Context: an optimization exercise on an open-source flow, tuned for small area, a short achievable clock period and few clock cycles per item. The choices shown serve that exercise and are no tape-out recipe. Function was checked by simulation only, so behaviour that the tests miss may differ from the original. Power is estimated from default activity; no workload was simulated.

--- design/flow/config.mk ---
export PLATFORM = sky130hd
export DESIGN_NAME = milestone_mac_array
export DESIGN_NICKNAME = milestone_mac_array
export VERILOG_FILES = /design/flow/design.v
export SDC_FILE = /design/flow/constraint.sdc
export NUM_CORES = 4
export LEC_CHECK = 0
export ABC_AREA = 1
export CAP_MARGIN = 20
export CORE_MARGIN = 2
export CORE_UTILIZATION = 40
export SETUP_SLACK_MARGIN = 4.8
export SLEW_MARGIN = 20
export BUFFER_PORTS_ARGS = -buffer_cell sky130_fd_sc_hd__buf_4
--- design/flow/constraint.sdc ---
create_clock -name core_clock -period 8.0 [get_ports {Clock_50}]
set_input_delay 1.6000 -clock core_clock [delete_from_list [all_inputs] [get_ports {Clock_50}]]
set_output_delay 1.6000 -clock core_clock [all_outputs]
set_load 0.01 [all_outputs]
--- design/flow/design.v ---
module milestone_mac_array (
    input  logic         Clock_50,
    input  logic         Resetn,
    input  logic         start,
    input  logic         clear,
    input  logic [31:0]  init_value,
    input  logic         in_valid,
    output logic         in_ready,
    input  logic [47:0]  sample,
    input  logic [47:0]  coef,
    input  logic         subtract,
    output logic         out_valid,
    input  logic         out_ready,
    output logic [95:0]  acc_raw,
    output logic [23:0]  result,
    output logic         busy
);
    logic       busy_q;
    logic       acc_st_q;    
    logic       drain_q;     
    logic       fin_q;       
    logic       out_st_q;    
    logic [2:0] tap_cnt_q;
    logic accept;
    logic take;
    logic last_beat;
    logic resolve;           
    assign in_ready  = acc_st_q;
    assign out_valid = out_st_q;
    assign busy      = busy_q;
    assign accept    = in_valid && acc_st_q;
    assign take      = accept && !clear;
    assign last_beat = (tap_cnt_q == 3'd5);
    assign resolve   = fin_q || out_st_q;
    always_ff @(posedge Clock_50 or negedge Resetn) begin
        if (!Resetn) begin
            busy_q    <= 1'b0;
            acc_st_q  <= 1'b0;
            drain_q   <= 1'b0;
            fin_q     <= 1'b0;
            out_st_q  <= 1'b0;
            tap_cnt_q <= '0;
        end else if (clear || (out_st_q && out_ready)) begin
            busy_q    <= 1'b0;
            acc_st_q  <= 1'b0;
            drain_q   <= 1'b0;
            fin_q     <= 1'b0;
            out_st_q  <= 1'b0;
        end else if (!busy_q) begin
            if (start) begin
                busy_q    <= 1'b1;
                acc_st_q  <= 1'b1;
                tap_cnt_q <= '0;
            end
        end else begin
            drain_q <= 1'b0;
            fin_q   <= drain_q;
            if (fin_q) out_st_q <= 1'b1;
            if (accept) begin
                tap_cnt_q <= tap_cnt_q + 1'b1;
                if (last_beat) begin
                    acc_st_q <= 1'b0;
                    drain_q  <= 1'b1;
                end
            end
        end
    end
    for (genvar c = 0; c < 3; c++) begin : g_ch
        logic [16:0] bz;      
        logic [7:0]  one_d, two_d, neg_d;
        logic [15:0] a_in;
        logic [31:0] acc_s, acc_c;
        logic [31:0] sum;
        logic [7:0]  res_ch;
        logic        nz_q;
        assign bz   = {coef[c*16 +: 16], 1'b0};
        assign a_in = sample[c*16 +: 16];
        always_comb begin
            for (int j = 0; j < 8; j++) begin
                one_d[j] = take & (bz[2*j+1] ^ bz[2*j]);
                two_d[j] = take & ((bz[2*j+2] & ~bz[2*j+1] & ~bz[2*j]) |
                                   (~bz[2*j+2] & bz[2*j+1] & bz[2*j]));
                neg_d[j] = take & (bz[2*j+2] ^ subtract);
            end
        end
        logic [16:0] xd0;
        assign xd0 = (({17{one_d[0]}} & {a_in[15], a_in}) | ({17{two_d[0]}} & {a_in, 1'b0})) ^ {17{neg_d[0]}};
        logic u0, u1, u2, u3, u4, u5, u6, u7, u8, u9, u10, u11, u12, u13, u14, u15, u16, u17, u18, u19, u20, u21, u22, u23, u24, u25, u26, u27, u28, u29, u30, u31, u32, u33, u34, u35, u36, u37, u38, u39, u40, u41, u42, u43, u44, u45, u46, u47, u48, u49, u50, u51, u52, u53, u54, u55, u56, u57, u58, u59, u60, u61, u62, u63, u64, u65, u66, u67, u68, u69, u70, u71, u72, u73, u74, u75, u76, u77, u78, u79, u80, u81, u82, u83, u84, u85, u86, u87, u88, u89, u90, u91, u92, u93, u94, u95, u96, u97, u98, u99, u100, u101, u102, u103, u104, u105, u106, u107, u108, u109, u110, u111, u112, u113, u114, u115, u116, u117, u118, u119, u120, u121, u122, u123, u124, u125, u126, u127, u128, u129, u130, u131, u132, u133, u134, u135, u136, u137, u138, u139, u140, u141, u142, u143, u144, u145, u146, u147, u148, u149, u150, u151, u152, u153, u154, u155, u156, u157, u158, u159, u160, u161, u162, u163, u164, u165, u166, u167, u168, u169, u170, u171, u172, u173, u174, u175, u176, u177, u178, u179, u180, u181, u182, u183, u184, u185, u186, u187, u188, u189, u190, u191, u192, u193, u194, u195, u196, u197, u198, u199, u200, u201, u202, u203, u204, u205, u206, u207, u208, u209, u210, u211, u212, u213, u214, u215, u216, u217, u218, u219, u220, u221, u222, u223, u224, u225, u226, u227, u228, u229, u230, u231, u232, u233, u234, u235, u236, u237, u238, u239, u240, u241, u242, u243, u244, u245, u246, u247, u248, u249, u250, u251, u252, u253, u254, u255, u256, u257, u258, u259, u260, u261, u262, u263, u264, u265, u266, u267, u268, u269, u270, u271, u272, u273, u274, u275, u276, u277, u278, u279, u280, u281, u282, u283, u284, u285, u286, u287, u288, u289, u290, u291, u292, u293, u294, u295, u296, u297, u298, u299, u300, u301, u302, u303, u304, u305, u306, u307;
        logic [31:0] pr0_d, pr1_d, pr0_q, pr1_q;
        assign pr0_d = {1'b0, 1'b0, 1'b0, 1'b0, 1'b0, 1'b0, 1'b0, 1'b0, 1'b0, 1'b0, 1'b0, 1'b0, 1'b0, ~xd0[16], xd0[16], xd0[16], xd0[15], xd0[14], xd0[13], xd0[12], xd0[11], xd0[10], xd0[9], xd0[8], xd0[7], xd0[6], xd0[5], xd0[4], xd0[3], xd0[2], xd0[1], neg_d[0]};
        assign pr1_d = {1'b0, 1'b0, 1'b0, 1'b0, 1'b0, 1'b0, 1'b0, 1'b0, 1'b0, 1'b0, 1'b0, 1'b0, 1'b0, 1'b0, 1'b0, 1'b0, 1'b0, 1'b0, 1'b0, 1'b0, 1'b0, 1'b0, 1'b0, 1'b0, 1'b0, 1'b0, 1'b0, 1'b0, 1'b0, 1'b0, 1'b0, xd0[0]};
        logic [15:0] a;
        logic [7:1] one, two, neg;
        always_ff @(posedge Clock_50) begin
            a   <= a_in;
            one <= one_d[7:1];
            two <= two_d[7:1];
            neg <= neg_d[7:1];
            pr0_q <= pr0_d;
            pr1_q <= pr1_d;
        end
        logic [16:0] x1;
        assign x1 = (({17{one[1]}} & {a[15], a}) | ({17{two[1]}} & {a, 1'b0})) ^ {17{neg[1]}};
        logic [16:0] x2;
        assign x2 = (({17{one[2]}} & {a[15], a}) | ({17{two[2]}} & {a, 1'b0})) ^ {17{neg[2]}};
        logic [16:0] x3;
        assign x3 = (({17{one[3]}} & {a[15], a}) | ({17{two[3]}} & {a, 1'b0})) ^ {17{neg[3]}};
        logic [16:0] x4;
        assign x4 = (({17{one[4]}} & {a[15], a}) | ({17{two[4]}} & {a, 1'b0})) ^ {17{neg[4]}};
        logic [16:0] x5;
        assign x5 = (({17{one[5]}} & {a[15], a}) | ({17{two[5]}} & {a, 1'b0})) ^ {17{neg[5]}};
        logic [16:0] x6;
        assign x6 = (({17{one[6]}} & {a[15], a}) | ({17{two[6]}} & {a, 1'b0})) ^ {17{neg[6]}};
        logic [16:0] x7;
        assign x7 = (({17{one[7]}} & {a[15], a}) | ({17{two[7]}} & {a, 1'b0})) ^ {17{neg[7]}};
        logic t0, t1, t2, t3, t4, t5, t6, t7, t8, t9, t10, t11, t12, t13, t14, t15, t16, t17, t18, t19, t20, t21, t22, t23, t24, t25, t26, t27, t28, t29, t30, t31, t32, t33, t34, t35, t36, t37, t38, t39, t40, t41, t42, t43, t44, t45, t46, t47, t48, t49, t50, t51, t52, t53, t54, t55, t56, t57, t58, t59, t60, t61, t62, t63, t64, t65, t66, t67, t68, t69, t70, t71, t72, t73, t74, t75, t76, t77, t78, t79, t80, t81, t82, t83, t84, t85, t86, t87, t88, t89, t90, t91, t92, t93, t94, t95, t96, t97, t98, t99, t100, t101, t102, t103, t104, t105, t106, t107, t108, t109, t110, t111, t112, t113, t114, t115, t116, t117, t118, t119, t120, t121, t122, t123, t124, t125, t126, t127, t128, t129, t130, t131, t132, t133, t134, t135, t136, t137, t138, t139, t140, t141, t142, t143, t144, t145, t146, t147, t148, t149, t150, t151, t152, t153, t154, t155, t156, t157, t158, t159, t160, t161, t162, t163, t164, t165, t166, t167, t168, t169, t170, t171, t172, t173, t174, t175, t176, t177, t178, t179, t180, t181, t182, t183, t184, t185, t186, t187, t188, t189, t190, t191, t192, t193, t194, t195, t196, t197, t198, t199, t200, t201, t202, t203, t204, t205, t206, t207, t208, t209, t210, t211, t212, t213, t214, t215, t216, t217, t218, t219, t220, t221, t222, t223, t224, t225, t226, t227, t228, t229, t230, t231, t232, t233, t234, t235, t236, t237, t238, t239, t240, t241, t242, t243, t244, t245, t246, t247, t248, t249, t250, t251, t252, t253, t254, t255, t256, t257, t258, t259, t260, t261, t262, t263, t264, t265, t266, t267, t268, t269, t270, t271, t272, t273, t274, t275, t276, t277, t278, t279, t280, t281, t282, t283, t284, t285, t286, t287, t288, t289, t290, t291, t292, t293, t294, t295, t296, t297, t298, t299, t300, t301, t302, t303, t304, t305, t306, t307;
        assign t0 = acc_s[0] ^ acc_c[0] ^ pr0_q[0];
        assign t1 = (acc_s[0] & acc_c[0]) | (acc_s[0] & pr0_q[0]) | (acc_c[0] & pr0_q[0]);
        assign t2 = acc_s[1] ^ acc_c[1] ^ pr0_q[1];
        assign t3 = (acc_s[1] & acc_c[1]) | (acc_s[1] & pr0_q[1]) | (acc_c[1] & pr0_q[1]);
        assign t4 = acc_s[2] ^ acc_c[2] ^ pr0_q[2];
        assign t5 = (acc_s[2] & acc_c[2]) | (acc_s[2] & pr0_q[2]) | (acc_c[2] & pr0_q[2]);
        assign t6 = t3 ^ neg[1] ^ t4;
        assign t7 = (t3 & neg[1]) | (t3 & t4) | (neg[1] & t4);
        assign t8 = acc_s[3] ^ acc_c[3] ^ pr0_q[3];
        assign t9 = (acc_s[3] & acc_c[3]) | (acc_s[3] & pr0_q[3]) | (acc_c[3] & pr0_q[3]);
        assign t10 = t5 ^ t8 ^ x1[1];
        assign t11 = (t5 & t8) | (t5 & x1[1]) | (t8 & x1[1]);
        assign t12 = acc_s[4] ^ acc_c[4] ^ pr0_q[4];
        assign t13 = (acc_s[4] & acc_c[4]) | (acc_s[4] & pr0_q[4]) | (acc_c[4] & pr0_q[4]);
        assign t14 = t9 ^ neg[2] ^ t12;
        assign t15 = (t9 & neg[2]) | (t9 & t12) | (neg[2] & t12);
        assign t16 = x1[2] ^ x2[0] ^ t14;
        assign t17 = (x1[2] & x2[0]) | (x1[2] & t14) | (x2[0] & t14);
        assign t18 = acc_s[5] ^ acc_c[5] ^ pr0_q[5];
        assign t19 = (acc_s[5] & acc_c[5]) | (acc_s[5] & pr0_q[5]) | (acc_c[5] & pr0_q[5]);
        assign t20 = t13 ^ t18 ^ x1[3];
        assign t21 = (t13 & t18) | (t13 & x1[3]) | (t18 & x1[3]);
        assign t22 = x2[1] ^ t15 ^ t20;
        assign t23 = (x2[1] & t15) | (x2[1] & t20) | (t15 & t20);
        assign t24 = acc_s[6] ^ acc_c[6] ^ pr0_q[6];
        assign t25 = (acc_s[6] & acc_c[6]) | (acc_s[6] & pr0_q[6]) | (acc_c[6] & pr0_q[6]);
        assign t26 = t19 ^ neg[3] ^ t24;
        assign t27 = (t19 & neg[3]) | (t19 & t24) | (neg[3] & t24);
        assign t28 = x1[4] ^ x2[2] ^ x3[0];
        assign t29 = (x1[4] & x2[2]) | (x1[4] & x3[0]) | (x2[2] & x3[0]);
        assign t30 = t26 ^ t21 ^ t28;
        assign t31 = (t26 & t21) | (t26 & t28) | (t21 & t28);
        assign t32 = acc_s[7] ^ acc_c[7] ^ pr0_q[7];
        assign t33 = (acc_s[7] & acc_c[7]) | (acc_s[7] & pr0_q[7]) | (acc_c[7] & pr0_q[7]);
        assign t34 = t25 ^ t32 ^ x1[5];
        assign t35 = (t25 & t32) | (t25 & x1[5]) | (t32 & x1[5]);
        assign t36 = x2[3] ^ x3[1] ^ t27;
        assign t37 = (x2[3] & x3[1]) | (x2[3] & t27) | (x3[1] & t27);
        assign t38 = t29 ^ t34 ^ t36;
        assign t39 = (t29 & t34) | (t29 & t36) | (t34 & t36);
        assign t40 = acc_s[8] ^ acc_c[8] ^ pr0_q[8];
        assign t41 = (acc_s[8] & acc_c[8]) | (acc_s[8] & pr0_q[8]) | (acc_c[8] & pr0_q[8]);
        assign t42 = t33 ^ neg[4] ^ t40;
        assign t43 = (t33 & neg[4]) | (t33 & t40) | (neg[4] & t40);
        assign t44 = x1[6] ^ x2[4] ^ x3[2];
        assign t45 = (x1[6] & x2[4]) | (x1[6] & x3[2]) | (x2[4] & x3[2]);
        assign t46 = x4[0] ^ t42 ^ t35;
        assign t47 = (x4[0] & t42) | (x4[0] & t35) | (t42 & t35);
        assign t48 = t44 ^ t37 ^ t46;
        assign t49 = (t44 & t37) | (t44 & t46) | (t37 & t46);
        assign t50 = acc_s[9] ^ acc_c[9] ^ pr0_q[9];
        assign t51 = (acc_s[9] & acc_c[9]) | (acc_s[9] & pr0_q[9]) | (acc_c[9] & pr0_q[9]);
        assign t52 = t41 ^ t50 ^ x1[7];
        assign t53 = (t41 & t50) | (t41 & x1[7]) | (t50 & x1[7]);
        assign t54 = x2[5] ^ x3[3] ^ x4[1];
        assign t55 = (x2[5] & x3[3]) | (x2[5] & x4[1]) | (x3[3] & x4[1]);
        assign t56 = t43 ^ t45 ^ t52;
        assign t57 = (t43 & t45) | (t43 & t52) | (t45 & t52);
        assign t58 = t54 ^ t47 ^ t56;
        assign t59 = (t54 & t47) | (t54 & t56) | (t47 & t56);
        assign t60 = acc_s[10] ^ acc_c[10] ^ pr0_q[10];
        assign t61 = (acc_s[10] & acc_c[10]) | (acc_s[10] & pr0_q[10]) | (acc_c[10] & pr0_q[10]);
        assign t62 = t51 ^ neg[5] ^ t60;
        assign t63 = (t51 & neg[5]) | (t51 & t60) | (neg[5] & t60);
        assign t64 = x1[8] ^ x2[6] ^ x3[4];
        assign t65 = (x1[8] & x2[6]) | (x1[8] & x3[4]) | (x2[6] & x3[4]);
        assign t66 = x4[2] ^ x5[0] ^ t62;
        assign t67 = (x4[2] & x5[0]) | (x4[2] & t62) | (x5[0] & t62);
        assign t68 = t53 ^ t55 ^ t64;
        assign t69 = (t53 & t55) | (t53 & t64) | (t55 & t64);
        assign t70 = t66 ^ t57 ^ t68;
        assign t71 = (t66 & t57) | (t66 & t68) | (t57 & t68);
        assign t72 = acc_s[11] ^ acc_c[11] ^ pr0_q[11];
        assign t73 = (acc_s[11] & acc_c[11]) | (acc_s[11] & pr0_q[11]) | (acc_c[11] & pr0_q[11]);
        assign t74 = t61 ^ t72 ^ x1[9];
        assign t75 = (t61 & t72) | (t61 & x1[9]) | (t72 & x1[9]);
        assign t76 = x2[7] ^ x3[5] ^ x4[3];
        assign t77 = (x2[7] & x3[5]) | (x2[7] & x4[3]) | (x3[5] & x4[3]);
        assign t78 = x5[1] ^ t63 ^ t65;
        assign t79 = (x5[1] & t63) | (x5[1] & t65) | (t63 & t65);
        assign t80 = t74 ^ t76 ^ t67;
        assign t81 = (t74 & t76) | (t74 & t67) | (t76 & t67);
        assign t82 = t78 ^ t69 ^ t80;
        assign t83 = (t78 & t69) | (t78 & t80) | (t69 & t80);
        assign t84 = acc_s[12] ^ acc_c[12] ^ pr0_q[12];
        assign t85 = (acc_s[12] & acc_c[12]) | (acc_s[12] & pr0_q[12]) | (acc_c[12] & pr0_q[12]);
        assign t86 = t73 ^ neg[6] ^ t84;
        assign t87 = (t73 & neg[6]) | (t73 & t84) | (neg[6] & t84);
        assign t88 = x1[10] ^ x2[8] ^ x3[6];
        assign t89 = (x1[10] & x2[8]) | (x1[10] & x3[6]) | (x2[8] & x3[6]);
        assign t90 = x4[4] ^ x5[2] ^ x6[0];
        assign t91 = (x4[4] & x5[2]) | (x4[4] & x6[0]) | (x5[2] & x6[0]);
        assign t92 = t86 ^ t75 ^ t77;
        assign t93 = (t86 & t75) | (t86 & t77) | (t75 & t77);
        assign t94 = t88 ^ t90 ^ t79;
        assign t95 = (t88 & t90) | (t88 & t79) | (t90 & t79);
        assign t96 = t92 ^ t81 ^ t94;
        assign t97 = (t92 & t81) | (t92 & t94) | (t81 & t94);
        assign t98 = acc_s[13] ^ acc_c[13] ^ pr0_q[13];
        assign t99 = (acc_s[13] & acc_c[13]) | (acc_s[13] & pr0_q[13]) | (acc_c[13] & pr0_q[13]);
        assign t100 = t85 ^ t98 ^ x1[11];
        assign t101 = (t85 & t98) | (t85 & x1[11]) | (t98 & x1[11]);
        assign t102 = x2[9] ^ x3[7] ^ x4[5];
        assign t103 = (x2[9] & x3[7]) | (x2[9] & x4[5]) | (x3[7] & x4[5]);
        assign t104 = x5[3] ^ x6[1] ^ t87;
        assign t105 = (x5[3] & x6[1]) | (x5[3] & t87) | (x6[1] & t87);
        assign t106 = t89 ^ t91 ^ t100;
        assign t107 = (t89 & t91) | (t89 & t100) | (t91 & t100);
        assign t108 = t102 ^ t104 ^ t93;
        assign t109 = (t102 & t104) | (t102 & t93) | (t104 & t93);
        assign t110 = t106 ^ t95 ^ t108;
        assign t111 = (t106 & t95) | (t106 & t108) | (t95 & t108);
        assign t112 = acc_s[14] ^ acc_c[14] ^ pr0_q[14];
        assign t113 = (acc_s[14] & acc_c[14]) | (acc_s[14] & pr0_q[14]) | (acc_c[14] & pr0_q[14]);
        assign t114 = t99 ^ neg[7] ^ t112;
        assign t115 = (t99 & neg[7]) | (t99 & t112) | (neg[7] & t112);
        assign t116 = x1[12] ^ x2[10] ^ x3[8];
        assign t117 = (x1[12] & x2[10]) | (x1[12] & x3[8]) | (x2[10] & x3[8]);
        assign t118 = x4[6] ^ x5[4] ^ x6[2];
        assign t119 = (x4[6] & x5[4]) | (x4[6] & x6[2]) | (x5[4] & x6[2]);
        assign t120 = x7[0] ^ t114 ^ t101;
        assign t121 = (x7[0] & t114) | (x7[0] & t101) | (t114 & t101);
        assign t122 = t103 ^ t116 ^ t118;
        assign t123 = (t103 & t116) | (t103 & t118) | (t116 & t118);
        assign t124 = t105 ^ t120 ^ t107;
        assign t125 = (t105 & t120) | (t105 & t107) | (t120 & t107);
        assign t126 = t122 ^ t109 ^ t124;
        assign t127 = (t122 & t109) | (t122 & t124) | (t109 & t124);
        assign t128 = acc_s[15] ^ acc_c[15] ^ pr0_q[15];
        assign t129 = (acc_s[15] & acc_c[15]) | (acc_s[15] & pr0_q[15]) | (acc_c[15] & pr0_q[15]);
        assign t130 = t113 ^ t128 ^ x1[13];
        assign t131 = (t113 & t128) | (t113 & x1[13]) | (t128 & x1[13]);
        assign t132 = x2[11] ^ x3[9] ^ x4[7];
        assign t133 = (x2[11] & x3[9]) | (x2[11] & x4[7]) | (x3[9] & x4[7]);
        assign t134 = x5[5] ^ x6[3] ^ x7[1];
        assign t135 = (x5[5] & x6[3]) | (x5[5] & x7[1]) | (x6[3] & x7[1]);
        assign t136 = t115 ^ t117 ^ t119;
        assign t137 = (t115 & t117) | (t115 & t119) | (t117 & t119);
        assign t138 = t130 ^ t132 ^ t134;
        assign t139 = (t130 & t132) | (t130 & t134) | (t132 & t134);
        assign t140 = t121 ^ t136 ^ t123;
        assign t141 = (t121 & t136) | (t121 & t123) | (t136 & t123);
        assign t142 = t138 ^ t125 ^ t140;
        assign t143 = (t138 & t125) | (t138 & t140) | (t125 & t140);
        assign t144 = acc_s[16] ^ acc_c[16] ^ pr0_q[16];
        assign t145 = (acc_s[16] & acc_c[16]) | (acc_s[16] & pr0_q[16]) | (acc_c[16] & pr0_q[16]);
        assign t146 = t129 ^ t144 ^ x1[14];
        assign t147 = (t129 & t144) | (t129 & x1[14]) | (t144 & x1[14]);
        assign t148 = x2[12] ^ x3[10] ^ x4[8];
        assign t149 = (x2[12] & x3[10]) | (x2[12] & x4[8]) | (x3[10] & x4[8]);
        assign t150 = x5[6] ^ x6[4] ^ x7[2];
        assign t151 = (x5[6] & x6[4]) | (x5[6] & x7[2]) | (x6[4] & x7[2]);
        assign t152 = t131 ^ t133 ^ t135;
        assign t153 = (t131 & t133) | (t131 & t135) | (t133 & t135);
        assign t154 = t146 ^ t148 ^ t150;
        assign t155 = (t146 & t148) | (t146 & t150) | (t148 & t150);
        assign t156 = t137 ^ t152 ^ t139;
        assign t157 = (t137 & t152) | (t137 & t139) | (t152 & t139);
        assign t158 = t154 ^ t141 ^ t156;
        assign t159 = (t154 & t141) | (t154 & t156) | (t141 & t156);
        assign t160 = acc_s[17] ^ acc_c[17] ^ pr0_q[17];
        assign t161 = (acc_s[17] & acc_c[17]) | (acc_s[17] & pr0_q[17]) | (acc_c[17] & pr0_q[17]);
        assign t162 = t145 ^ t160 ^ x1[15];
        assign t163 = (t145 & t160) | (t145 & x1[15]) | (t160 & x1[15]);
        assign t164 = x2[13] ^ x3[11] ^ x4[9];
        assign t165 = (x2[13] & x3[11]) | (x2[13] & x4[9]) | (x3[11] & x4[9]);
        assign t166 = x5[7] ^ x6[5] ^ x7[3];
        assign t167 = (x5[7] & x6[5]) | (x5[7] & x7[3]) | (x6[5] & x7[3]);
        assign t168 = t147 ^ t149 ^ t151;
        assign t169 = (t147 & t149) | (t147 & t151) | (t149 & t151);
        assign t170 = t162 ^ t164 ^ t166;
        assign t171 = (t162 & t164) | (t162 & t166) | (t164 & t166);
        assign t172 = t153 ^ t168 ^ t155;
        assign t173 = (t153 & t168) | (t153 & t155) | (t168 & t155);
        assign t174 = t170 ^ t157 ^ t172;
        assign t175 = (t170 & t157) | (t170 & t172) | (t157 & t172);
        assign t176 = acc_s[18] ^ acc_c[18] ^ pr0_q[18];
        assign t177 = (acc_s[18] & acc_c[18]) | (acc_s[18] & pr0_q[18]) | (acc_c[18] & pr0_q[18]);
        assign t178 = t161 ^ t176 ^ ~x1[16];
        assign t179 = (t161 & t176) | (t161 & ~x1[16]) | (t176 & ~x1[16]);
        assign t180 = x2[14] ^ x3[12] ^ x4[10];
        assign t181 = (x2[14] & x3[12]) | (x2[14] & x4[10]) | (x3[12] & x4[10]);
        assign t182 = x5[8] ^ x6[6] ^ x7[4];
        assign t183 = (x5[8] & x6[6]) | (x5[8] & x7[4]) | (x6[6] & x7[4]);
        assign t184 = t163 ^ t165 ^ t167;
        assign t185 = (t163 & t165) | (t163 & t167) | (t165 & t167);
        assign t186 = t178 ^ t180 ^ t182;
        assign t187 = (t178 & t180) | (t178 & t182) | (t180 & t182);
        assign t188 = t169 ^ t184 ^ t171;
        assign t189 = (t169 & t184) | (t169 & t171) | (t184 & t171);
        assign t190 = t186 ^ t173 ^ t188;
        assign t191 = (t186 & t173) | (t186 & t188) | (t173 & t188);
        assign t192 = ~(acc_s[19]);
        assign t193 = acc_c[19] ^ t192 ^ t177;
        assign t194 = (acc_c[19] & t192) | (acc_c[19] & t177) | (t192 & t177);
        assign t195 = x2[15] ^ x3[13] ^ x4[11];
        assign t196 = (x2[15] & x3[13]) | (x2[15] & x4[11]) | (x3[13] & x4[11]);
        assign t197 = x5[9] ^ x6[7] ^ x7[5];
        assign t198 = (x5[9] & x6[7]) | (x5[9] & x7[5]) | (x6[7] & x7[5]);
        assign t199 = t193 ^ t179 ^ t181;
        assign t200 = (t193 & t179) | (t193 & t181) | (t179 & t181);
        assign t201 = t183 ^ t195 ^ t197;
        assign t202 = (t183 & t195) | (t183 & t197) | (t195 & t197);
        assign t203 = t185 ^ t199 ^ t187;
        assign t204 = (t185 & t199) | (t185 & t187) | (t199 & t187);
        assign t205 = t201 ^ t189 ^ t203;
        assign t206 = (t201 & t189) | (t201 & t203) | (t189 & t203);
        assign t207 = acc_s[20] ^ acc_c[20] ^ (acc_s[19]);
        assign t208 = (acc_s[20] & acc_c[20]) | (acc_s[20] & (acc_s[19])) | (acc_c[20] & (acc_s[19]));
        assign t209 = t207 ^ ~x2[16] ^ x3[14];
        assign t210 = (t207 & ~x2[16]) | (t207 & x3[14]) | (~x2[16] & x3[14]);
        assign t211 = x4[12] ^ x5[10] ^ x6[8];
        assign t212 = (x4[12] & x5[10]) | (x4[12] & x6[8]) | (x5[10] & x6[8]);
        assign t213 = x7[6] ^ t194 ^ t196;
        assign t214 = (x7[6] & t194) | (x7[6] & t196) | (t194 & t196);
        assign t215 = t198 ^ t209 ^ t211;
        assign t216 = (t198 & t209) | (t198 & t211) | (t209 & t211);
        assign t217 = t200 ^ t213 ^ t202;
        assign t218 = (t200 & t213) | (t200 & t202) | (t213 & t202);
        assign t219 = t215 ^ t204 ^ t217;
        assign t220 = (t215 & t204) | (t215 & t217) | (t204 & t217);
        assign t221 = ~(acc_s[21]);
        assign t222 = acc_c[21] ^ t221 ^ t208;
        assign t223 = (acc_c[21] & t221) | (acc_c[21] & t208) | (t221 & t208);
        assign t224 = x3[15] ^ x4[13] ^ x5[11];
        assign t225 = (x3[15] & x4[13]) | (x3[15] & x5[11]) | (x4[13] & x5[11]);
        assign t226 = x6[9] ^ x7[7] ^ t222;
        assign t227 = (x6[9] & x7[7]) | (x6[9] & t222) | (x7[7] & t222);
        assign t228 = t210 ^ t212 ^ t224;
        assign t229 = (t210 & t212) | (t210 & t224) | (t212 & t224);
        assign t230 = t226 ^ t214 ^ t216;
        assign t231 = (t226 & t214) | (t226 & t216) | (t214 & t216);
        assign t232 = t228 ^ t218 ^ t230;
        assign t233 = (t228 & t218) | (t228 & t230) | (t218 & t230);
        assign t234 = acc_s[22] ^ acc_c[22] ^ (acc_s[21]);
        assign t235 = (acc_s[22] & acc_c[22]) | (acc_s[22] & (acc_s[21])) | (acc_c[22] & (acc_s[21]));
        assign t236 = t234 ^ ~x3[16] ^ x4[14];
        assign t237 = (t234 & ~x3[16]) | (t234 & x4[14]) | (~x3[16] & x4[14]);
        assign t238 = x5[12] ^ x6[10] ^ x7[8];
        assign t239 = (x5[12] & x6[10]) | (x5[12] & x7[8]) | (x6[10] & x7[8]);
        assign t240 = t223 ^ t225 ^ t236;
        assign t241 = (t223 & t225) | (t223 & t236) | (t225 & t236);
        assign t242 = t238 ^ t227 ^ t229;
        assign t243 = (t238 & t227) | (t238 & t229) | (t227 & t229);
        assign t244 = t240 ^ t231 ^ t242;
        assign t245 = (t240 & t231) | (t240 & t242) | (t231 & t242);
        assign t246 = ~(acc_s[23]);
        assign t247 = acc_c[23] ^ t246 ^ t235;
        assign t248 = (acc_c[23] & t246) | (acc_c[23] & t235) | (t246 & t235);
        assign t249 = x4[15] ^ x5[13] ^ x6[11];
        assign t250 = (x4[15] & x5[13]) | (x4[15] & x6[11]) | (x5[13] & x6[11]);
        assign t251 = x7[9] ^ t247 ^ t237;
        assign t252 = (x7[9] & t247) | (x7[9] & t237) | (t247 & t237);
        assign t253 = t239 ^ t249 ^ t251;
        assign t254 = (t239 & t249) | (t239 & t251) | (t249 & t251);
        assign t255 = t241 ^ t243 ^ t253;
        assign t256 = (t241 & t243) | (t241 & t253) | (t243 & t253);
        assign t257 = acc_s[24] ^ acc_c[24] ^ (acc_s[23]);
        assign t258 = (acc_s[24] & acc_c[24]) | (acc_s[24] & (acc_s[23])) | (acc_c[24] & (acc_s[23]));
        assign t259 = t257 ^ ~x4[16] ^ x5[14];
        assign t260 = (t257 & ~x4[16]) | (t257 & x5[14]) | (~x4[16] & x5[14]);
        assign t261 = x6[12] ^ x7[10] ^ t248;
        assign t262 = (x6[12] & x7[10]) | (x6[12] & t248) | (x7[10] & t248);
        assign t263 = t250 ^ t259 ^ t261;
        assign t264 = (t250 & t259) | (t250 & t261) | (t259 & t261);
        assign t265 = t252 ^ t263 ^ t254;
        assign t266 = (t252 & t263) | (t252 & t254) | (t263 & t254);
        assign t267 = ~(acc_s[25]);
        assign t268 = acc_c[25] ^ t267 ^ t258;
        assign t269 = (acc_c[25] & t267) | (acc_c[25] & t258) | (t267 & t258);
        assign t270 = x5[15] ^ x6[13] ^ x7[11];
        assign t271 = (x5[15] & x6[13]) | (x5[15] & x7[11]) | (x6[13] & x7[11]);
        assign t272 = t268 ^ t260 ^ t270;
        assign t273 = (t268 & t260) | (t268 & t270) | (t260 & t270);
        assign t274 = t262 ^ t272 ^ t264;
        assign t275 = (t262 & t272) | (t262 & t264) | (t272 & t264);
        assign t276 = acc_s[26] ^ acc_c[26] ^ (acc_s[25]);
        assign t277 = (acc_s[26] & acc_c[26]) | (acc_s[26] & (acc_s[25])) | (acc_c[26] & (acc_s[25]));
        assign t278 = t276 ^ ~x5[16] ^ x6[14];
        assign t279 = (t276 & ~x5[16]) | (t276 & x6[14]) | (~x5[16] & x6[14]);
        assign t280 = x7[12] ^ t269 ^ t271;
        assign t281 = (x7[12] & t269) | (x7[12] & t271) | (t269 & t271);
        assign t282 = t278 ^ t280 ^ t273;
        assign t283 = (t278 & t280) | (t278 & t273) | (t280 & t273);
        assign t284 = ~(acc_s[27]);
        assign t285 = acc_c[27] ^ t284 ^ t277;
        assign t286 = (acc_c[27] & t284) | (acc_c[27] & t277) | (t284 & t277);
        assign t287 = x6[15] ^ x7[13] ^ t285;
        assign t288 = (x6[15] & x7[13]) | (x6[15] & t285) | (x7[13] & t285);
        assign t289 = t279 ^ t287 ^ t281;
        assign t290 = (t279 & t287) | (t279 & t281) | (t287 & t281);
        assign t291 = acc_s[28] ^ acc_c[28] ^ (acc_s[27]);
        assign t292 = (acc_s[28] & acc_c[28]) | (acc_s[28] & (acc_s[27])) | (acc_c[28] & (acc_s[27]));
        assign t293 = t291 ^ ~x6[16] ^ x7[14];
        assign t294 = (t291 & ~x6[16]) | (t291 & x7[14]) | (~x6[16] & x7[14]);
        assign t295 = t286 ^ t293 ^ t288;
        assign t296 = (t286 & t293) | (t286 & t288) | (t293 & t288);
        assign t297 = ~(acc_s[29]);
        assign t298 = acc_c[29] ^ t297 ^ t292;
        assign t299 = (acc_c[29] & t297) | (acc_c[29] & t292) | (t297 & t292);
        assign t300 = x7[15] ^ t298 ^ t294;
        assign t301 = (x7[15] & t298) | (x7[15] & t294) | (t298 & t294);
        assign t302 = acc_s[30] ^ acc_c[30] ^ (acc_s[29]);
        assign t303 = (acc_s[30] & acc_c[30]) | (acc_s[30] & (acc_s[29])) | (acc_c[30] & (acc_s[29]));
        assign t304 = t302 ^ ~x7[16] ^ t299;
        assign t305 = (t302 & ~x7[16]) | (t302 & t299) | (~x7[16] & t299);
        assign t306 = ~(acc_s[31]);
        assign t307 = acc_c[31] ^ t306 ^ t303;
        logic [31:0] tree_s, tree_c;
        assign tree_s = {t307, t304, t300, t295, t283, t282, t274, t256, t245, t233, t220, t206, t191, t175, t159, t143, t127, t111, t97, t83, t71, t59, t49, t39, t31, t23, t17, t11, t7, x1[0], t1, pr1_q[0]};
        assign tree_c = {t305, t301, t296, t290, t289, t275, t266, t265, t255, t244, t232, t219, t205, t190, t174, t158, t142, t126, t110, t96, t82, t70, t58, t48, t38, t30, t22, t16, t10, t6, t2, t0};
        logic [31:0] cp_g0, cp_p0;
        assign cp_g0 = acc_s & acc_c;
        assign cp_p0 = acc_s ^ acc_c;
        logic cp_G0, cp_P0;
        assign cp_G0 = cp_g0[1] | (cp_p0[1] & cp_g0[0]);
        assign cp_P0 = cp_p0[1] & cp_p0[0];
        logic cp_G1, cp_P1;
        assign cp_G1 = cp_g0[3] | (cp_p0[3] & cp_g0[2]);
        assign cp_P1 = cp_p0[3] & cp_p0[2];
        logic cp_G2, cp_P2;
        assign cp_G2 = cp_g0[5] | (cp_p0[5] & cp_g0[4]);
        assign cp_P2 = cp_p0[5] & cp_p0[4];
        logic cp_G3, cp_P3;
        assign cp_G3 = cp_g0[7] | (cp_p0[7] & cp_g0[6]);
        assign cp_P3 = cp_p0[7] & cp_p0[6];
        logic cp_G4, cp_P4;
        assign cp_G4 = cp_g0[9] | (cp_p0[9] & cp_g0[8]);
        assign cp_P4 = cp_p0[9] & cp_p0[8];
        logic cp_G5, cp_P5;
        assign cp_G5 = cp_g0[11] | (cp_p0[11] & cp_g0[10]);
        assign cp_P5 = cp_p0[11] & cp_p0[10];
        logic cp_G6, cp_P6;
        assign cp_G6 = cp_g0[13] | (cp_p0[13] & cp_g0[12]);
        assign cp_P6 = cp_p0[13] & cp_p0[12];
        logic cp_G7, cp_P7;
        assign cp_G7 = cp_g0[15] | (cp_p0[15] & cp_g0[14]);
        assign cp_P7 = cp_p0[15] & cp_p0[14];
        logic cp_G8, cp_P8;
        assign cp_G8 = cp_g0[17] | (cp_p0[17] & cp_g0[16]);
        assign cp_P8 = cp_p0[17] & cp_p0[16];
        logic cp_G9, cp_P9;
        assign cp_G9 = cp_g0[19] | (cp_p0[19] & cp_g0[18]);
        assign cp_P9 = cp_p0[19] & cp_p0[18];
        logic cp_G10, cp_P10;
        assign cp_G10 = cp_g0[21] | (cp_p0[21] & cp_g0[20]);
        assign cp_P10 = cp_p0[21] & cp_p0[20];
        logic cp_G11, cp_P11;
        assign cp_G11 = cp_g0[23] | (cp_p0[23] & cp_g0[22]);
        assign cp_P11 = cp_p0[23] & cp_p0[22];
        logic cp_G12, cp_P12;
        assign cp_G12 = cp_g0[25] | (cp_p0[25] & cp_g0[24]);
        assign cp_P12 = cp_p0[25] & cp_p0[24];
        logic cp_G13, cp_P13;
        assign cp_G13 = cp_g0[27] | (cp_p0[27] & cp_g0[26]);
        assign cp_P13 = cp_p0[27] & cp_p0[26];
        logic cp_G14, cp_P14;
        assign cp_G14 = cp_g0[29] | (cp_p0[29] & cp_g0[28]);
        assign cp_P14 = cp_p0[29] & cp_p0[28];
        logic cp_G15, cp_P15;
        assign cp_G15 = cp_g0[31] | (cp_p0[31] & cp_g0[30]);
        assign cp_P15 = cp_p0[31] & cp_p0[30];
        logic cp_G16, cp_P16;
        assign cp_G16 = cp_G1 | (cp_P1 & cp_G0);
        assign cp_P16 = cp_P1 & cp_P0;
        logic cp_G17, cp_P17;
        assign cp_G17 = cp_G3 | (cp_P3 & cp_G2);
        assign cp_P17 = cp_P3 & cp_P2;
        logic cp_G18, cp_P18;
        assign cp_G18 = cp_G5 | (cp_P5 & cp_G4);
        assign cp_P18 = cp_P5 & cp_P4;
        logic cp_G19, cp_P19;
        assign cp_G19 = cp_G7 | (cp_P7 & cp_G6);
        assign cp_P19 = cp_P7 & cp_P6;
        logic cp_G20, cp_P20;
        assign cp_G20 = cp_G9 | (cp_P9 & cp_G8);
        assign cp_P20 = cp_P9 & cp_P8;
        logic cp_G21, cp_P21;
        assign cp_G21 = cp_G11 | (cp_P11 & cp_G10);
        assign cp_P21 = cp_P11 & cp_P10;
        logic cp_G22, cp_P22;
        assign cp_G22 = cp_G13 | (cp_P13 & cp_G12);
        assign cp_P22 = cp_P13 & cp_P12;
        logic cp_G23, cp_P23;
        assign cp_G23 = cp_G15 | (cp_P15 & cp_G14);
        assign cp_P23 = cp_P15 & cp_P14;
        logic cp_G24, cp_P24;
        assign cp_G24 = cp_G17 | (cp_P17 & cp_G16);
        assign cp_P24 = cp_P17 & cp_P16;
        logic cp_G25, cp_P25;
        assign cp_G25 = cp_G19 | (cp_P19 & cp_G18);
        assign cp_P25 = cp_P19 & cp_P18;
        logic cp_G26, cp_P26;
        assign cp_G26 = cp_G21 | (cp_P21 & cp_G20);
        assign cp_P26 = cp_P21 & cp_P20;
        logic cp_G27, cp_P27;
        assign cp_G27 = cp_G23 | (cp_P23 & cp_G22);
        assign cp_P27 = cp_P23 & cp_P22;
        logic cp_G28, cp_P28;
        assign cp_G28 = cp_G25 | (cp_P25 & cp_G24);
        assign cp_P28 = cp_P25 & cp_P24;
        logic cp_G29, cp_P29;
        assign cp_G29 = cp_G27 | (cp_P27 & cp_G26);
        assign cp_P29 = cp_P27 & cp_P26;
        logic cp_G30, cp_P30;
        assign cp_G30 = cp_G29 | (cp_P29 & cp_G28);
        assign cp_P30 = cp_P29 & cp_P28;
        logic cp_G31, cp_P31;
        assign cp_G31 = cp_G26 | (cp_P26 & cp_G28);
        assign cp_P31 = cp_P26 & cp_P28;
        logic cp_G32, cp_P32;
        assign cp_G32 = cp_G18 | (cp_P18 & cp_G24);
        assign cp_P32 = cp_P18 & cp_P24;
        logic cp_G33, cp_P33;
        assign cp_G33 = cp_G20 | (cp_P20 & cp_G28);
        assign cp_P33 = cp_P20 & cp_P28;
        logic cp_G34, cp_P34;
        assign cp_G34 = cp_G22 | (cp_P22 & cp_G31);
        assign cp_P34 = cp_P22 & cp_P31;
        logic cp_G35, cp_P35;
        assign cp_G35 = cp_G2 | (cp_P2 & cp_G16);
        assign cp_P35 = cp_P2 & cp_P16;
        logic cp_G36, cp_P36;
        assign cp_G36 = cp_G4 | (cp_P4 & cp_G24);
        assign cp_P36 = cp_P4 & cp_P24;
        logic cp_G37, cp_P37;
        assign cp_G37 = cp_G6 | (cp_P6 & cp_G32);
        assign cp_P37 = cp_P6 & cp_P32;
        logic cp_G38, cp_P38;
        assign cp_G38 = cp_G8 | (cp_P8 & cp_G28);
        assign cp_P38 = cp_P8 & cp_P28;
        logic cp_G39, cp_P39;
        assign cp_G39 = cp_G10 | (cp_P10 & cp_G33);
        assign cp_P39 = cp_P10 & cp_P33;
        logic cp_G40, cp_P40;
        assign cp_G40 = cp_G12 | (cp_P12 & cp_G31);
        assign cp_P40 = cp_P12 & cp_P31;
        logic cp_G41, cp_P41;
        assign cp_G41 = cp_G14 | (cp_P14 & cp_G34);
        assign cp_P41 = cp_P14 & cp_P34;
        logic cp_G42, cp_P42;
        assign cp_G42 = cp_g0[2] | (cp_p0[2] & cp_G0);
        assign cp_P42 = cp_p0[2] & cp_P0;
        logic cp_G43, cp_P43;
        assign cp_G43 = cp_g0[4] | (cp_p0[4] & cp_G16);
        assign cp_P43 = cp_p0[4] & cp_P16;
        logic cp_G44, cp_P44;
        assign cp_G44 = cp_g0[6] | (cp_p0[6] & cp_G35);
        assign cp_P44 = cp_p0[6] & cp_P35;
        logic cp_G45, cp_P45;
        assign cp_G45 = cp_g0[8] | (cp_p0[8] & cp_G24);
        assign cp_P45 = cp_p0[8] & cp_P24;
        logic cp_G46, cp_P46;
        assign cp_G46 = cp_g0[10] | (cp_p0[10] & cp_G36);
        assign cp_P46 = cp_p0[10] & cp_P36;
        logic cp_G47, cp_P47;
        assign cp_G47 = cp_g0[12] | (cp_p0[12] & cp_G32);
        assign cp_P47 = cp_p0[12] & cp_P32;
        logic cp_G48, cp_P48;
        assign cp_G48 = cp_g0[14] | (cp_p0[14] & cp_G37);
        assign cp_P48 = cp_p0[14] & cp_P37;
        logic cp_G49, cp_P49;
        assign cp_G49 = cp_g0[16] | (cp_p0[16] & cp_G28);
        assign cp_P49 = cp_p0[16] & cp_P28;
        logic cp_G50, cp_P50;
        assign cp_G50 = cp_g0[18] | (cp_p0[18] & cp_G38);
        assign cp_P50 = cp_p0[18] & cp_P38;
        logic cp_G51, cp_P51;
        assign cp_G51 = cp_g0[20] | (cp_p0[20] & cp_G33);
        assign cp_P51 = cp_p0[20] & cp_P33;
        logic cp_G52, cp_P52;
        assign cp_G52 = cp_g0[22] | (cp_p0[22] & cp_G39);
        assign cp_P52 = cp_p0[22] & cp_P39;
        logic cp_G53, cp_P53;
        assign cp_G53 = cp_g0[24] | (cp_p0[24] & cp_G31);
        assign cp_P53 = cp_p0[24] & cp_P31;
        logic cp_G54, cp_P54;
        assign cp_G54 = cp_g0[26] | (cp_p0[26] & cp_G40);
        assign cp_P54 = cp_p0[26] & cp_P40;
        logic cp_G55, cp_P55;
        assign cp_G55 = cp_g0[28] | (cp_p0[28] & cp_G34);
        assign cp_P55 = cp_p0[28] & cp_P34;
        logic cp_G56, cp_P56;
        assign cp_G56 = cp_g0[30] | (cp_p0[30] & cp_G41);
        assign cp_P56 = cp_p0[30] & cp_P41;
        logic cp_c16;
        assign cp_c16 = cp_G28;
        assign sum = {cp_p0[31] ^ cp_G56, cp_p0[30] ^ cp_G41, cp_p0[29] ^ cp_G55, cp_p0[28] ^ cp_G34, cp_p0[27] ^ cp_G54, cp_p0[26] ^ cp_G40, cp_p0[25] ^ cp_G53, cp_p0[24] ^ cp_G31, cp_p0[23] ^ cp_G52, cp_p0[22] ^ cp_G39, cp_p0[21] ^ cp_G51, cp_p0[20] ^ cp_G33, cp_p0[19] ^ cp_G50, cp_p0[18] ^ cp_G38, cp_p0[17] ^ cp_G49, cp_p0[16] ^ cp_G28, cp_p0[15] ^ cp_G48, cp_p0[14] ^ cp_G37, cp_p0[13] ^ cp_G47, cp_p0[12] ^ cp_G32, cp_p0[11] ^ cp_G46, cp_p0[10] ^ cp_G36, cp_p0[9] ^ cp_G45, cp_p0[8] ^ cp_G24, cp_p0[7] ^ cp_G44, cp_p0[6] ^ cp_G35, cp_p0[5] ^ cp_G43, cp_p0[4] ^ cp_G16, cp_p0[3] ^ cp_G42, cp_p0[2] ^ cp_G0, cp_p0[1] ^ cp_g0[0], cp_p0[0]};
        logic [31:0] alt_s;
        logic        keep_tree;
        assign keep_tree = busy_q && !resolve;
        assign alt_s     = busy_q ? sum : init_value;
        always_ff @(posedge Clock_50) begin
            acc_s <= keep_tree ? tree_s : alt_s;
            acc_c <= keep_tree ? tree_c : 32'd0;
        end
        always_ff @(posedge Clock_50) begin
            nz_q <= !((cp_p0[16] == cp_c16) &&
                      ((cp_p0[30:17] ~^ (acc_s[29:16] | acc_c[29:16])) == '1));
        end
        always_comb begin
            res_ch = acc_s[15:8];
            if (acc_s[31]) begin
                res_ch = '0;
            end else if (nz_q) begin
                res_ch = '1;
            end
        end
        assign acc_raw[c*32 +: 32] = acc_s;
        assign result[c*8 +: 8]    = res_ch;
    end
endmodule
--- design/flow/flow/run.sh ---
#!/bin/bash
# Standard layout, with the port buffers made from buf_4 cells instead of the
# default choice (a slow delay buffer) so that input and output paths are short.
set -euo pipefail
echo "export BUFFER_PORTS_ARGS = -buffer_cell sky130_fd_sc_hd__buf_4" >> "$FLOW_CONFIG"
bash standard.sh > standard.log 2>&1
--- design/flow/standard.sh ---
#!/bin/bash
# synth_recipe.tcl (not shown) runs the flow's synth.tcl, then flattens the netlist and writes it again
# the make line also repeats each setting of config.mk as NAME=value (left out here)
make -C /OpenROAD-flow-scripts/flow DESIGN_CONFIG=/design/flow/config.mk WORK_HOME=/design/flow/orfs CLKGATE_MAP_FILE= SYNTH_SCRIPT=/design/flow/synth_recipe.tcl "${@:-finish}"
==> summary.txt, run 1 <==
Logic synthesis
  – Number of cells produced by synthesis: 3862
  – Number of flops mapped to enable cells by yosys: 0
  – Most common cell in the netlist: sky130_fd_sc_hd__inv_1
  – Leading post-synthesis cells by instance count: sky130_fd_sc_hd__inv_1 (828), sky130_fd_sc_hd__fa_1 (498), sky130_fd_sc_hd__xor2_1 (436), sky130_fd_sc_hd__dfxtp_1 (363), sky130_fd_sc_hd__o22ai_1 (360)
  – #FFs+latches synth: 371
  – Top_reg_cell synth: sky130_fd_sc_hd__dfxtp_1
  – Syn_area_per_cell: about 8.8 µm²
  – Top cells by area in the synthesized netlist: sky130_fd_sc_hd__fa_1 (29%), sky130_fd_sc_hd__dfxtp_1 (21%), sky130_fd_sc_hd__xor2_1 (11%)
  – Share of the synthesized area in the top cell type: between 20% and 30%
  – Post-synthesis cell type count: 38
  – Cell taking the most area after synthesis: sky130_fd_sc_hd__fa_1
  – Synthesized cell area: 33980 µm²
  – Async set or reset register ratio after synthesis: ~2.2%
  – Share of the yosys chip area belonging to registers: 21.97%
  – Yosys warning total: 1
  – Synthesized net count: around 4600

Worst setup path
  – Arrival time at the worst endpoint: 3.94 ns
  – Worst setup path end: g_ch[2].acc_c[16]$_SDFF_PN0_
  – Logic depth of the worst path, buffers included: 10
  – Req. time, crit path: 8.46 ns
  – Worst reg2reg startpoint: g_ch[2].two[4]$_DFF_P_
  – Largest delay share family, worst path: adder cells
  – Largest driver fanout on the critical path: 4
  – Endpoint kind of the worst setup timing path: flop
  – Reg-to-reg setup timing slack: ~4.5 ns
  – Startpoint types: flop
  – Series of cell instances along the critical path: clkinvlp_4 -> bufbuf_16 -> o22ai_4 -> xor2_2 -> fa_2 -> fa_2 -> fa_2 -> fa_2 -> inv_1 -> nor2_1
  – Cell at the slowest stage of the critical path: sky130_fd_sc_hd__fa_2
  – R2R cell count: 10
  – Terminus of the critical flop-to-flop path: g_ch[2].acc_c[16]$_SDFF_PN0_
  – Number of buffers and inverters on the critical path: 3
  – Cell repeated most along the worst path: sky130_fd_sc_hd__fa_2
  – CP max stage delay: 0.55 ns
  – Class of the most critical setup path: flop to flop
  – Timing startpoint of the critical path: g_ch[2].two[4]$_DFF_P_

Timing
  – Slew at the pin closest to its max-slew limit: 1.147 ns
  – Number of endpoints failing setup at the final stage: 0
  – Sum Neg Setup Slack: 0 ns
  – Count of final max-slew check failures: 0
  – Unrepaired setup endpoints after global routing: yes
  – Clock period minus final worst setup slack: 3.486 ns
  – Max transition margin: 23.54%
  – Final hold violation count: 0
  – Maximum clock skew at final layout: around 0.038 ns
  – Maximum operating frequency: 286.9 MHz
  – Portion of the clock cycle consumed by the worst path in the final layout: 43.57%

GRT
  – Highest-utilization routing layer at the global route stage: met2
  – Met3 capacity usage during global routing: 7.473%
  – Wire length of the first global-routing pass: 186300 µm
  – Vias in the first global route: 30090
  – Global Route Usage Sum: roughly 29%
  – Met1 routing resource usage after global routing: 36.36%
  – Largest net degree at the start of global routing: 140
  – GR Layer Usage met2: 44.42%
  – Antenna violations before repair: 10
  – Overflow left after global routing: 0

Place
  – Placed wire-length estimate: 85820 µm
  – Placer Congestion: roughly 0.96
  – PortBufs: 257

Finish
  – Synth-to-layout area growth: 36.63%
  – Fraction of layout cells with a size suffix above 1: a little over a third
  – Area used by multi-input combinational logic: 25140 µm²
  – Final net count: between 5000 and 6000
  – Fill cell instance count of the final layout: 6939
  – Sequential cell area: 7869 µm²

Power
  – Net switching power: 0.006024 W
  – Portion of total power attributed to sequential cells: 22.1%
  – Switching share of power: 45.73%
  – Internal power: around 0.0072 W
  – P per Cell Area: 283.7 nW/µm²
  – Leak Pwr: 21.64 nW
  – Portion of total power attributed to the clock network: 17.3%
  – Overall Power: 0.01317 W
  – Maximum VDD drop: 0.1613 mV
  – Combinational fraction of design power: 60.6%

Routing
  – Via count: 30870
  – Remaining DRCs: 0
  – Mean routed wirelength per cell: 23.89 µm
  – Final routed wirelength across all metal layers: 136100 µm
  – First-iteration detailed-routing DRC count: 3377
  – Number of nets with antenna violations after detailed routing: 0
  – DR pass1 iterations: 7
  – Per-cell via count in the routed design: 5.417

Clock network
  – Clock slew at reported path FFs: 0.06 ns
  – # hold bufs at CTS: 0
  – TritonCTS sink count: 371
  – CTS Buf Count: 45
  – Root buffer selected by CTS: sky130_fd_sc_hd__clkbuf_16
  – Total number of H-tree levels: 2
  – CTS tree: yes
  – Worst-Skew Late Latency: between 0.6 and 0.7 ns
  – Longest Clk Path Bufs: 3

Die
  – Starting density of the core: about two fifths
  – Height of the die: 295.5 µm
  – Die Width: 295.5 µm
  – Number of placement rows: 106
  – Die area: 87310 µm²
  – Floorplan Core Area: approximately 84000 µm²
  – Ports: 258

Min path
  – Class of the tightest hold or removal check: flop to flop
  – Min-delay src: g_ch[1].pr1_q$_DFF_P_

Outcome
  – Result of the run: complete, no violations

Flow run
  – Max-cap violations: 0
-- logic make-up (layout without fill, tap and decap cells) --
family,after synthesis,count (layout),synth area share (%)
other,0,6,0
adders and majority gates,632,632,34.27
AOI/OAI and AO/OA,684,684,11.83
DFF,371,371,21.97
and+or+nand+nor,652,652,7.555
buffers and inverters,1027,1723,11.59
xor gates and xnor gates,496,496,12.78
-- what timing repair did --
item,4_1_cts,5_1_grt
setup buffers,323,162
resized for setup,555,431
endpoints found under the setup margin,123,145
cloned,34,0
pin swaps,116,209
endpoints found under the hold margin,0,0
-- flip-flops by register name, indices dropped and copies added, names as in the netlist --
signal and flops:
g_ch.one 21, tap_cnt_q 3, g_ch.neg 21, g_ch.acc_c 96
acc_st_q 1, g_ch.nz_q 3, g_ch.a 48, busy_q 1
g_ch.pr1_q 3, fin_q 1, g_ch.pr0_q 54, g_ch.acc_s 96
g_ch.two 21, drain_q 1, out_st_q 1
-- worst reg2reg max path, stage by stage, from the launching register on --
cell,delay (ns)
sky130_fd_sc_hd__dfxtp_2,0.35
sky130_fd_sc_hd__clkinvlp_4,0.17
sky130_fd_sc_hd__bufbuf_16,0.32
sky130_fd_sc_hd__o22ai_4,0.14
sky130_fd_sc_hd__xor2_2,0.32
sky130_fd_sc_hd__fa_2,0.53
sky130_fd_sc_hd__fa_2,0.38
sky130_fd_sc_hd__fa_2,0.55
sky130_fd_sc_hd__fa_2,0.46
sky130_fd_sc_hd__inv_1,0.08
sky130_fd_sc_hd__nor2_1,0.04
-- metrics by stage --
stage	instance area, µm²	std cells	util (%)	hold WS, ns	setup slack [ns]
after floorplan	34020	3862	-	0.4332	4.801
after global placement	36720	5089	43.74	0.4511	3.969
after detailed placement	36720	5089	43.74	0.4599	3.913
after CTS	43030	5530	51.25	0.4762	4.560
after global routing	46430	5696	55.30	0.4824	4.451
final	46430	5698	55.31	0.4703	4.514
-- cell type report --
class / instances / area share [%]
multi-input combinational: 2464 / 54.14
clock buffer: 56 / 2.778
timing repair inverter: 33 / 0.5174
tap: 1134 / 3.056
timing repair buffer: 760 / 14.21
sequential: 371 / 16.95
clock inverter: 28 / 0.7222
antenna: 6 / 0.03234
inverter: 846 / 7.599
-- layer usage --
| layer | wire (µm) | share of wire [%] | vias up |
|---|---|---|---|
| met5 | 48 | 0.035 | - |
| met4 | 10610 | 7.8 | 8 |
| met1 | 49680 | 36 | 14910 |
| li1 | - | - | 13200 |
| met3 | 15480 | 11 | 662 |
| met2 | 60320 | 44 | 2092 |
-- worst min path at each step --
stage                               endpoint  slack, ns  cells past startpoint
floorplan           tap_cnt_q[2]$_DFFE_PN0P_       0.43                      1
global placement    tap_cnt_q[2]$_DFFE_PN0P_       0.45                      1
detailed placement  tap_cnt_q[2]$_DFFE_PN0P_       0.46                      1
CTS                 tap_cnt_q[2]$_DFFE_PN0P_       0.48                      1
global route        g_ch[1].acc_s[0]$_DFF_P_       0.48                      2
finish              g_ch[1].acc_s[0]$_DFF_P_       0.47                      2
-- power by group through the flow --
stage	Clock, W	Combinational [W]	Sequential (W)
3_3_place_gp	0	0.00698	0.00291
3_5_place_dp	0	0.00711	0.00291
5_1_grt	0.00237	0.00912	0.00297
6_report	0.00228	0.00798	0.00291
2_1_floorplan	0	0.00505	0.00273
4_1_cts	0.00230	0.00750	0.00291
-- placed cells by master, fill, tap and decap left out, types with 6 or more instances in the layout --
cell	count
sky130_fd_sc_hd__o22ai_4	53
sky130_fd_sc_hd__nand2_2	12
sky130_fd_sc_hd__clkinv_2	11
sky130_fd_sc_hd__buf_4	627
sky130_fd_sc_hd__clkinvlp_4	125
sky130_fd_sc_hd__nand4_1	10
sky130_fd_sc_hd__ha_1	121
sky130_fd_sc_hd__xor2_2	82
sky130_fd_sc_hd__dfxtp_1	207
sky130_fd_sc_hd__bufinv_16	6
sky130_fd_sc_hd__a31oi_1	38
sky130_fd_sc_hd__nor2_2	18
sky130_fd_sc_hd__clkbuf_16	47
sky130_fd_sc_hd__o21ai_0	103
sky130_fd_sc_hd__nor2_1	247
sky130_fd_sc_hd__buf_6	88
sky130_fd_sc_hd__o22ai_1	220
sky130_fd_sc_hd__diode_2	6
sky130_fd_sc_hd__nand2_1	324
sky130_fd_sc_hd__dfxtp_2	75
sky130_fd_sc_hd__inv_2	77
sky130_fd_sc_hd__a21o_1	6
sky130_fd_sc_hd__xnor2_1	60
sky130_fd_sc_hd__buf_12	41
sky130_fd_sc_hd__clkbuf_8	8
sky130_fd_sc_hd__nand3_1	19
sky130_fd_sc_hd__fa_2	130
sky130_fd_sc_hd__ha_4	13
sky130_fd_sc_hd__xor2_1	353
sky130_fd_sc_hd__fa_1	368
sky130_fd_sc_hd__o21bai_1	6
sky130_fd_sc_hd__dfxtp_4	81
sky130_fd_sc_hd__dfrtp_1	7
sky130_fd_sc_hd__o22ai_2	87
sky130_fd_sc_hd__a21oi_1	146
sky130_fd_sc_hd__inv_1	673
Testbench counts, summed over its fixed seeds: cycles 24,000, items 2,400.
==> run 2, diff against run 1 <==
--- a/design/flow/config.mk
+++ b/design/flow/config.mk
@@ -6,5 +6,4 @@
 export NUM_CORES = 4
 export LEC_CHECK = 0
-export ABC_AREA = 1
 export CAP_MARGIN = 20
 export CORE_MARGIN = 2
==> run 2 against run 1 <==
  * Cell area is 11% lower
  * Die area increased by 3.0%
  * Clock power increased by 2%
  * Combinational power is 13% lower
  * Via count fell by 12%
  * Sequential share of layout area increased by 2.5 points
  * Power fell by 8.0%
  * Hold slack hardly changed
  * Wire length fell by 18%
  * First-iteration DRC count down 30%
  * Non-clock buffer count is 351 lower
==> summary.txt, run 2 <==
Outcome
  – Result of the run: complete, no violations

Worst setup path
  – Cell at the slowest stage of the critical path: sky130_fd_sc_hd__fa_1
  – Series of cell instances along the critical path: inv_4 -> fa_1 -> fa_1 -> fa_1 -> inv_1 -> fa_1 -> fa_2 -> and3_1
  – CP max stage delay: 0.56 ns
  – Number of buffers and inverters on the critical path: 2
  – Largest driver fanout on the critical path: 2
  – Endpoint kind of the worst setup timing path: flop
  – Startpoint types: flop
  – Largest delay share family, worst path: adder cells
  – Req. time, crit path: 8.51 ns
  – Arrival time at the worst endpoint: ~3.7 ns
  – Class of the most critical setup path: flop to flop
  – Cell repeated most along the worst path: sky130_fd_sc_hd__fa_1

Logic synthesis
  – Cell taking the most area after synthesis: sky130_fd_sc_hd__fa_1
  – Syn_area_per_cell: just over 9 µm²
  – Number of cells produced by synthesis: 3836
  – Synthesized cell area: between 30000 and 40000 µm²
  – Top cells by area in the synthesized netlist: sky130_fd_sc_hd__fa_1 (28%), sky130_fd_sc_hd__dfxtp_1 (21%), sky130_fd_sc_hd__xnor2_1 (11%)
  – Leading post-synthesis cells by instance count: sky130_fd_sc_hd__inv_1 (531), sky130_fd_sc_hd__fa_1 (498), sky130_fd_sc_hd__xnor2_1 (432), sky130_fd_sc_hd__dfxtp_1 (363), sky130_fd_sc_hd__a22oi_1 (315)
  – Yosys warning total: 1
  – Share of the synthesized area in the top cell type: 28.48%
  – Post-synthesis cell type count: a little under 50
  – Synthesized net count: 4603
  – Top_reg_cell synth: sky130_fd_sc_hd__dfxtp_1
  – #FFs+latches synth: 371
  – Share of the yosys chip area belonging to registers: 21.33%
  – Async set or reset register ratio after synthesis: 2.156%
  – Most common cell in the netlist: sky130_fd_sc_hd__inv_1
  – Number of flops mapped to enable cells by yosys: 0

Power
  – Maximum VDD drop: 0.1606 mV
  – Overall Power: 0.01212 W
  – P per Cell Area: roughly 300 nW/µm²
  – Leak Pwr: 17.65 nW

Clock network
  – Clock slew at reported path FFs: 0.06 ns
  – Longest Clk Path Bufs: 3
  – CTS Buf Count: 46
  – Worst-Skew Late Latency: 0.61 ns
  – CTS tree: yes
  – Root buffer selected by CTS: sky130_fd_sc_hd__clkbuf_16
  – TritonCTS sink count: 371
  – # hold bufs at CTS: 0
  – Total number of H-tree levels: 2

Routing
  – First-iteration detailed-routing DRC count: between 2000 and 2500
  – Per-cell via count in the routed design: 5.224
  – Remaining DRCs: 0
  – Mean routed wirelength per cell: ~21 µm
  – Final routed wirelength across all metal layers: 112100 µm
  – DR pass1 iterations: 6
  – Number of nets with antenna violations after detailed routing: 0
  – Via count: 27270

Timing
  – Unrepaired setup endpoints after global routing: yes
  – Final hold violation count: 0
  – Slew at the pin closest to its max-slew limit: about 1.2 ns
  – Clock period minus final worst setup slack: 3.195 ns
  – Maximum clock skew at final layout: about 0.033 ns
  – Number of endpoints failing setup at the final stage: 0
  – Sum Neg Setup Slack: 0 ns
  – Count of final max-slew check failures: 0
  – Worst path setup slack after routing: 4.805 ns
  – Portion of the clock cycle consumed by the worst path in the final layout: around 40%
  – Maximum operating frequency: 313.0 MHz
  – Max transition margin: 20.75%

Finish
  – Fin cells: 5220
  – Fill cell instance count of the final layout: a little over 8000
  – Synth-to-layout area growth: 18.33%
  – Fraction of layout cells with a size suffix above 1: between 20% and 30%
  – Final net count: 4792
  – Regs by FF count: g_ch.acc_c x96, g_ch.acc_s x96, g_ch.pr0_q x54
  – Most common cell after layout, fill and taps aside: sky130_fd_sc_hd__inv_1
  – Most frequent cells in the layout: sky130_fd_sc_hd__inv_1 (508), sky130_fd_sc_hd__xnor2_1 (427), sky130_fd_sc_hd__fa_1 (427)

Die
  – Die Width: roughly 300 µm
  – Floorplan Core Area: 86750 µm²
  – Die area: ~90000 µm²
  – Number of placement rows: around 110
  – Height of the die: 299.8 µm
  – Starting density of the core: between 40% and 50%
  – Ports: 258

Flow run
  – Max-cap violations: 0

Place
  – Placer Congestion: 0.8797
  – Worst slack after detailed placement: 4.103 ns
  – Cells after DPL: 5004
  – PortBufs: 257
  – Placed wire-length estimate: 83600 µm

GRT
  – Met1 routing resource usage after global routing: 35.77%
  – Overflow left after global routing: 0
  – Highest-utilization routing layer at the global route stage: met2
  – Met3 capacity usage during global routing: 4.943%
  – Largest net degree at the start of global routing: 111
  – Global Route Usage Sum: 24.48%
  – Vias in the first global route: 26630
  – GR Layer Usage met2: 37.20%
  – Antenna violations before repair: 2
  – Wire length of the first global-routing pass: approximately 170000 µm

Min path
  – Class of the tightest hold or removal check: flop to flop
-- run 2: timing repair --
action / 4_1_cts / 5_1_grt
gates resized for setup: 302 / 201
buffers inserted: 21 / 107
setup endpoints to repair: 123 / 91
pin swaps: 51 / 109
-- run 2: layer usage --
metal	vias to the layer above	wire length, µm
li1	12560	-
met1	13410	49970
met2	1145	49880
met3	157	9502
met4	0	2765
met5	-	0
-- run 2: per-stage QoR --
step                hold WS (ns)  utilization (%)  area, µm²
floorplan                 0.4014                -      35110
global placement          0.4315            43.29      37560
detailed placement        0.4365            43.30      37560
CTS                       0.4607            46.08      39980
global route              0.4973            47.74      41410
finish                    0.4700            47.75      41420
-- run 2: final timing paths --
| path | startpoint | endpoint | slack [ns] | cells after the start |
|---|---|---|---|---|
| worst max-delay path | g_ch[1].acc_s[14]$_DFF_P_ | g_ch[1].acc_c[14]$_SDFF_PN0_ | 4.81 | 8 |
| min in group asynchronous | Resetn | tap_cnt_q[2]$_DFFE_PN0P_ | 0.80 | 1 |
| worst min register to register | g_ch[0].pr1_q$_DFF_P_ | g_ch[0].acc_s[0]$_DFF_P_ | 0.47 | 2 |
| worst max register to register | g_ch[1].acc_s[14]$_DFF_P_ | g_ch[1].acc_c[14]$_SDFF_PN0_ | 4.81 | 8 |
| worst min-delay path | g_ch[0].pr1_q$_DFF_P_ | g_ch[0].acc_s[0]$_DFF_P_ | 0.47 | 2 |
| max in group asynchronous | Resetn | busy_q$_DFF_PN0_ | 7.03 | 1 |
-- run 2: logic make-up (layout without fill, tap and decap cells) --
kind of cell             after synthesis  in the layout  synth area share, %
XOR/XNOR                             546            546                13.66
flip-flops                           371            371                21.33
AO/OA/AOI/OAI                        725            725                13.16
other                                  0              3                    0
adder cells (fa/ha/maj)              632            632                33.27
AND/OR/NAND/NOR                      746            746                9.637
buffers and inverters                811           1037                8.789
multiplexers                           5              5               0.1466
-- run 2: final cells by class --
type | count | area (µm²) | share of cell area (%)
tap | 1155 | 1445 | 3.489
clock inverter | 24 | 331.6 | 0.8005
antenna | 3 | 7.507 | 0.01812
clock buffer | 61 | 1339 | 3.232
sequential | 371 | 8035 | 19.40
inverter | 543 | 2058 | 4.969
multi-input combinational | 2654 | 25030 | 60.44
timing repair buffer | 409 | 3172 | 7.657
-- run 2: where the power goes --
part / total, W / internal [W] / leakage [nW] / switching, W
registers: 0.00289 / 0.00227 / 3.19 / 0.000618
logic: 0.00691 / 0.00317 / 13.6 / 0.00374
clock network: 0.00232 / 0.00141 / 0.820 / 0.000914
total: 0.0121 / 0.00685 / 17.6 / 0.00527
-- run 2: tightest hold or removal path, stage by stage (launching register included) --
cell and delay (ns):
sky130_fd_sc_hd__dfxtp_1 0.31, sky130_fd_sc_hd__nand2_1 0.05, sky130_fd_sc_hd__o21ai_0 0.07

==> what the ideal ports hide <==
The results above use ideal ports. As a check the final layouts listed here were re-extracted and re-timed, cells and wires unchanged. Step 1 (the two cells are an assumption about what drives the block):
set clk [get_ports {Clock_50}]
set_driving_cell -lib_cell sky130_fd_sc_hd__clkbuf_16 $clk
set_driving_cell -lib_cell sky130_fd_sc_hd__buf_2 [delete_from_list [all_inputs] $clk]
Step 2 moves the port delays by t, midway between the first and last clock arrival at a register: inputs arrive t later, outputs are due t later. That takes back most of the time a late clock gives input paths. a / b / c = no drivers / after step 1 / after step 2; a / b = the first two.
run	t, ns	setup WS [ns]	worst register clock-pin slew, ns
run 1	0.667	4.514 / 4.514 / 4.333	0.07 / 0.07
run 2	0.664	4.805 / 4.805 / 4.357	0.07 / 0.07
After both steps every run listed still meets setup and hold. The setup slack of run 2, which loses most, moves by 0.000 ns with the drivers and by -0.448 ns with both steps.
